From an optimization exercise on the open Yosys and OpenROAD flow, aimed at small area and a short achievable clock period; shortcuts taken in it are not production practice. RTL that was checked went through simulation tests only; none was proved equivalent to the original. Power figures rest on the tool's default switching activity, not on a simulated workload.

==> xenon <==
## conv_peak_detect
module conv_peak_detect
#(
  parameter int unsigned MAX_LEN = 8,
  parameter int unsigned IDX_W   = 4
) (
  input  logic                  clk,
  input  logic                  rst,
  input  logic                  in_valid,
  input  logic [2*conv_pkg::SAMPLE_W-1:0] in_data,
  output logic                  out_valid,
  output conv_pkg::energy_t        out_peak,
  output logic [IDX_W-1:0]      out_idx,
  output logic [IDX_W-1:0]      out_len,
  output logic                  out_ovf,
  output logic                  out_err
);
Settings: LEC_CHECK=0, ABC_CLOCK_PERIOD_IN_PS=4000, CAP_MARGIN=20, CORE_MARGIN=2, CORE_UTILIZATION=40, CTS_CLUSTER_DIAMETER=80, CTS_CLUSTER_SIZE=22, PLACE_DENSITY=0.6, SETUP_SLACK_MARGIN=3.8, SLEW_MARGIN=20, SYNTH_HIERARCHICAL=1, SYNTH_MINIMUM_KEEP_SIZE=0, TNS_END_PERCENT=5; clock period 7.5 ns.
standard.sh (not shown) runs the stock make flow with config.mk's settings and CLKGATE_MAP_FILE= SYNTH_SCRIPT=/design/flow/synth_recipe.tcl, a recipe that flattens the netlist after the stock synthesis.
==> flow/flow/run.sh <==
#!/bin/bash
set -euo pipefail
export BUFFER_PORTS_ARGS="-buffer_cell sky130_fd_sc_hd__buf_1"
export CTS_ARGS="-sink_clustering_enable -repair_clock_nets -sink_clustering_size 22 -sink_clustering_max_diameter 80 -dont_use_dummy_load"
bash standard.sh > standard.log 2>&1
==> indigo (differences from xenon) <==
Settings changed: TNS_END_PERCENT 5 to 30.
==> onyx (differences from xenon) <==
==> flow/flow/run.sh (replaced) <==
#!/bin/bash
set -euo pipefail
export BUFFER_PORTS_ARGS="-buffer_cell sky130_fd_sc_hd__buf_1"
bash standard.sh > standard.log 2>&1
Settings changed: CTS_CLUSTER_DIAMETER 80 to not set, CTS_CLUSTER_SIZE 22 to not set, TNS_END_PERCENT 5 to not set.
==> summary of the runs <==
Clock skew: onyx is lower than indigo (0.018 ns). Synthesized area is the same in onyx and indigo. Sequential power is about the same in xenon and indigo. Combinational power is about the same in xenon and indigo. Between indigo and xenon, the lower core utilization is in indigo (gap 0.26 points). In flip-flop and latch count, xenon and onyx do not differ. In die area, onyx and indigo do not differ. Via count: onyx > xenon > indigo. Of xenon and onyx, onyx has the higher clock power (gap 30%, measured against onyx).
==> figures <==
|  | indigo | xenon | onyx |
|---|---|---|---|
| Status | no timing/DRC/antenna violations | no timing/DRC/antenna violations | no timing/DRC/antenna violations |
| Smallest setup slack after layout | 3.799 ns | 3.847 ns | 3.867 ns |
| Share of total power in combinational logic | 0.538 | 0.540 | 0.510 |
| Final nets | 1752 | 1760 | 1778 |
| Proportion of layout cells with a drive suffix above 1 | 0.06879 | 0.07487 | 0.09257 |
| Internal power | 0.003200 W | 0.003203 W | 0.003464 W |
| Critical Path AT | 4.09 ns | 4.04 ns | 4.03 ns |
| Finished layout cell area | 0.01649 mm2 | 0.01659 mm2 | 0.01705 mm2 |
| Number of design-rule violations left by the first detailed-router iteration | 532 | 550 | 546 |
| Crit path max-delay cell type | dfxtp_2 | dfxtp_2 | fa_1 |
| Proportion of power drawn by flip-flops and latches | 0.327 | 0.326 | 0.307 |
| Headroom to the max-slew limit | 0.2916 | 0.2916 | 0.4811 |
| Multi-input gate share of total cell area | 0.6307 | 0.6268 | 0.6100 |
| Via count of the routed design | 9692 | 9721 | 9827 |
| Met3 WL | 2626 um | 2629 um | 2643 um |
| Crit-path max cell delay | 0.65 ns | 0.62 ns | 0.54 ns |
| Hold slack | 0.3334 ns | 0.3334 ns | 0.3250 ns |
| Leakage | 5.854 nW | 5.902 nW | 6.125 nW |
| Avg WL per Cell | 19.51 um | 19.44 um | 19.13 um |


==> tundra: inputs <==
conv_peak_detect, a different RTL version from the one above (not shown whole).
export LEC_CHECK = 0
export ABC_CLOCK_PERIOD_IN_PS = 4000
export CAP_MARGIN = 20
export CORE_MARGIN = 2
export CORE_UTILIZATION = 40
export CTS_CLUSTER_DIAMETER = 80
export CTS_CLUSTER_SIZE = 22
export PLACE_DENSITY = 0.6
export SETUP_SLACK_MARGIN = 4.4
export SLEW_MARGIN = 20
export SYNTH_HIERARCHICAL = 1
export SYNTH_MINIMUM_KEEP_SIZE = 0
create_clock -name core_clock -period 7.5 [get_ports {clk}]
==> flow/flow/run.sh <==
#!/bin/bash
set -euo pipefail
export BUFFER_PORTS_ARGS="-buffer_cell sky130_fd_sc_hd__buf_1"
export CTS_ARGS="-sink_clustering_enable -repair_clock_nets -sink_clustering_size 22 -sink_clustering_max_diameter 80 -dont_use_dummy_load"
bash standard.sh > standard.log 2>&1
==> fjord: changes against tundra <==
SETUP_SLACK_MARGIN = 4.1   (was 4.4)
==> run summary <==
| metric | tundra | fjord |
|---|---|---|
| Result of the run | no timing/DRC/antenna violations | no timing/DRC/antenna violations |
| M1 GR Usage | 0.2487 | 0.2485 |
| Sequential share of power | 0.268 | 0.284 |
| Overall via count from detail_route | 12295 | 12219 |
| Routed length on met3 | 2961 µm | 2919 µm |
| Slowest Stage Delay on Critical Path | 0.53 ns | 0.58 ns |
| Area occupied by registers | 0.005779 mm² | 0.005758 mm² |
| Clock group | 961 µW | 955 µW |
| End of the critical path | e3[25] | e3[35] |
| First-pass iteration count of the detailed router | 5 | 8 |
| Post-route core utilization | 0.4167 | 0.4103 |
| Worst Skew | 0.03888 ns | 0.04004 ns |
| Number of cells in the finished layout apart from fillers | 2385 | 2370 |
Function was not checked in any run of this note: the RTL went through the layout flow alone.


==> inputs of v37 <==
conv_peak_detect with an RTL version that a note above also has.
==> flow/config.mk <==
export PLATFORM = sky130hd
export DESIGN_NAME = conv_peak_detect
export DESIGN_NICKNAME = conv_peak_detect
export VERILOG_FILES = /design/flow/design.v
export SDC_FILE = /design/flow/constraint.sdc
export NUM_CORES = 4
export LEC_CHECK = 0
export ABC_CLOCK_PERIOD_IN_PS = 4000
export CAP_MARGIN = 20
export CORE_MARGIN = 2
export CORE_UTILIZATION = 40
export CTS_CLUSTER_DIAMETER = 80
export CTS_CLUSTER_SIZE = 22
export PLACE_DENSITY = 0.6
export SETUP_SLACK_MARGIN = 3.8
export SLEW_MARGIN = 20
export SYNTH_HIERARCHICAL = 1
export SYNTH_MINIMUM_KEEP_SIZE = 0
==> flow/constraint.sdc <==
create_clock -name core_clock -period 7.5 [get_ports {clk}]
set_input_delay 1.5000 -clock core_clock [delete_from_list [all_inputs] [get_ports {clk}]]
set_output_delay 1.5000 -clock core_clock [all_outputs]
set_load 0.01 [all_outputs]
==> flow/flow/run.sh <==
#!/bin/bash
set -euo pipefail
export BUFFER_PORTS_ARGS="-buffer_cell sky130_fd_sc_hd__buf_1"
bash standard.sh > standard.log 2>&1
==> v9: changes against v37 <==
==> flow/flow/run.sh (replaced) <==
#!/bin/bash
set -euo pipefail
export BUFFER_PORTS_ARGS="-buffer_cell sky130_fd_sc_hd__buf_1"
export CTS_ARGS="-sink_clustering_enable -repair_clock_nets -sink_clustering_size 16 -sink_clustering_max_diameter 60 -dont_use_dummy_load"
bash standard.sh > standard.log 2>&1
CTS_CLUSTER_DIAMETER = 60   (was 80)
CTS_CLUSTER_SIZE = 16   (was 22)
==> comparison table <==
|  | v9 | v37 |
|---|---|---|
| Cell Count, Final, Fillers Out | 1926 | 1924 |
| Portion of total power attributed to the clock network | 0.162 | 0.148 |
| Origin of the worst setup path | d1[6] | d1[25] |
| Critical path buffer and inverter count | 1 | 0 |
| Worst setup margin | 3.89 ns | 3.87 ns |
| Fraction of area in registers | 0.271 | 0.273 |
| Fill count | 3720 | 3740 |
| Internal power | 3360 µW | 3240 µW |
| Run status | finished clean | finished clean |
| Non-clock buffers | 112 | 108 |
| Fmax | 277 MHz | 275 MHz |
| DR iter-0 viols | 528 | 514 |
| Reg2reg end | hs2_n[9] | hs2_n[17] |
| Period utilisation layout | 0.481 | 0.484 |
| Final critical path time including I/O delays and setup | 3.61 ns | 3.63 ns |
| Mean routed wirelength per cell | 19.2 µm | 19.3 µm |


==> 04-12: inputs <==
conv_peak_detect, a different RTL version from the one above (not shown whole).
Design conv_peak_detect, start of the top module:
module conv_peak_detect
#(
  parameter int unsigned MAX_LEN = 8,
  parameter int unsigned IDX_W   = 4
) (
  input  logic                  clk,
  input  logic                  rst,
  input  logic                  in_valid,
  input  logic [2*conv_pkg::SAMPLE_W-1:0] in_data,
  output logic                  out_valid,
  output conv_pkg::energy_t        out_peak,
  output logic [IDX_W-1:0]      out_idx,
  output logic [IDX_W-1:0]      out_len,
  output logic                  out_ovf,
  output logic                  out_err
);
  localparam int unsigned LO_W = 8;
  localparam int unsigned HI_W = conv_pkg::ENERGY_W - LO_W;
  logic             st_acc;
  logic             st_d1;
  logic             st_d2;
  logic             st_rep;
  logic             idle;
  logic [IDX_W-1:0] len;
  logic             ovf;
  logic             first;
  logic             accept;
  assign idle   = !(st_acc || st_d1 || st_d2 || st_rep);
  assign first  = idle && in_valid;
  ...
==> flow/config.mk <==
export PLATFORM = sky130hd
export DESIGN_NAME = conv_peak_detect
export DESIGN_NICKNAME = conv_peak_detect
export VERILOG_FILES = /design/flow/design.v
export SDC_FILE = /design/flow/constraint.sdc
export NUM_CORES = 4
export LEC_CHECK = 0
export CAP_MARGIN = 20
export CORE_MARGIN = 2
export CORE_UTILIZATION = 40
export PLACE_DENSITY = 0.6
export SLEW_MARGIN = 20
export SYNTH_HIERARCHICAL = 1
export SYNTH_MINIMUM_KEEP_SIZE = 0
==> flow/constraint.sdc <==
create_clock -name core_clock -period 7.5 [get_ports {clk}]
set_input_delay 1.5000 -clock core_clock [delete_from_list [all_inputs] [get_ports {clk}]]
set_output_delay 1.5000 -clock core_clock [all_outputs]
set_load 0.01 [all_outputs]
run.sh (not shown) runs the stock make flow with config.mk's settings and CLKGATE_MAP_FILE= SYNTH_SCRIPT=/design/flow/synth_recipe.tcl, a recipe that flattens the netlist after the stock synthesis.
Stock flow here: none of the scripts above is used.
==> 02-28 (differences from 04-12) <==
--- a/flow/config.mk
+++ b/flow/config.mk
@@ -6,8 +6,10 @@
 export NUM_CORES = 4
 export LEC_CHECK = 0
+export ABC_CLOCK_PERIOD_IN_PS = 4000
 export CAP_MARGIN = 20
 export CORE_MARGIN = 2
 export CORE_UTILIZATION = 40
 export PLACE_DENSITY = 0.6
+export SETUP_SLACK_MARGIN = 3.5
 export SLEW_MARGIN = 20
 export SYNTH_HIERARCHICAL = 1
==> qor summary <==
| quantity | 04-12 | 02-28 |
|---|---|---|
| Result of the run | no timing/DRC/antenna violations | no timing/DRC/antenna violations |
| Max Clock Skew | 0.0315 ns | 0.0142 ns |
| Cts repair resizes | 0 | 28 |
| Final-layout non-clock buffer area share | 5.02% | 5.83% |
| Critical Path Fanout Max | 39 | 12 |
| First-pass detailed-route iteration total | 6 | 5 |
| Stages on the worst setup path | 19 | 20 |
| Sequential share of power | 25.5% | 24.8% |
| Endpoint of the most critical setup path | max_e[6] | max_e[7] |
| Total net switching power | 0.00265 W | 0.00272 W |
| Final worst-path setup slack | 2.86 ns | 3.30 ns |
| Worst VDD drop | 0.000200 V | 0.000195 V |
| Met1 track demand over resource | 25.6% | 25.1% |
No run of this note included a check of the RTL's function; only the layout flow was run.

-- separate check: timing with driven ports --
The flow's constraints put no driver on any port. The routed layouts listed below were extracted and timed again, unchanged, in two steps. Step 1, drivers: a clkbuf_16 drives clk and a buf_2 each remaining input, both assumed. Step 2 times the ports against the registers' clock, not the clock port: input delays grow and output delays shrink by t, the midpoint of the rising clock arrivals with the driver on. Slacks: ideal ports / drivers / drivers and shift; pairs: ideal ports / drivers.
| run | t (ns) | slack for setup (ns) | hold slack, ns | slew at the worst register clock pin (ns) | cell pins on the clock port's net |
|---|---|---|---|---|---|
| xenon | 0.539 | 3.847 / 3.847 / 3.847 | 0.333 / 0.333 / 0.333 | 0.09 / 0.09 | 1 |
| indigo | 0.541 | 3.799 / 3.799 / 3.799 | 0.333 / 0.333 / 0.333 | 0.09 / 0.09 | 1 |
| onyx | 0.571 | 3.867 / 3.867 / 3.867 | 0.325 / 0.325 / 0.325 | 0.06 / 0.06 | 1 |
| tundra | 0.565 | 4.135 / 4.135 / 4.135 | 0.336 / 0.336 / 0.336 | 0.09 / 0.09 | 1 |
| fjord | 0.559 | 4.138 / 4.138 / 4.138 | 0.336 / 0.336 / 0.336 | 0.09 / 0.09 | 1 |
| v37 | 0.553 | 3.870 / 3.870 / 3.870 | 0.336 / 0.336 / 0.336 | 0.10 / 0.10 | 1 |
| v9 | 0.555 | 3.891 / 3.891 / 3.891 | 0.328 / 0.328 / 0.328 | 0.07 / 0.07 | 1 |
| 04-12 | 0.598 | 2.860 / 2.860 / 2.860 | 0.338 / 0.338 / 0.338 | 0.07 / 0.07 | 1 |
| 02-28 | 0.586 | 3.304 / 3.304 / 3.304 | 0.340 / 0.340 / 0.340 | 0.06 / 0.06 | 1 |
After both steps setup and hold are still met in every run listed.
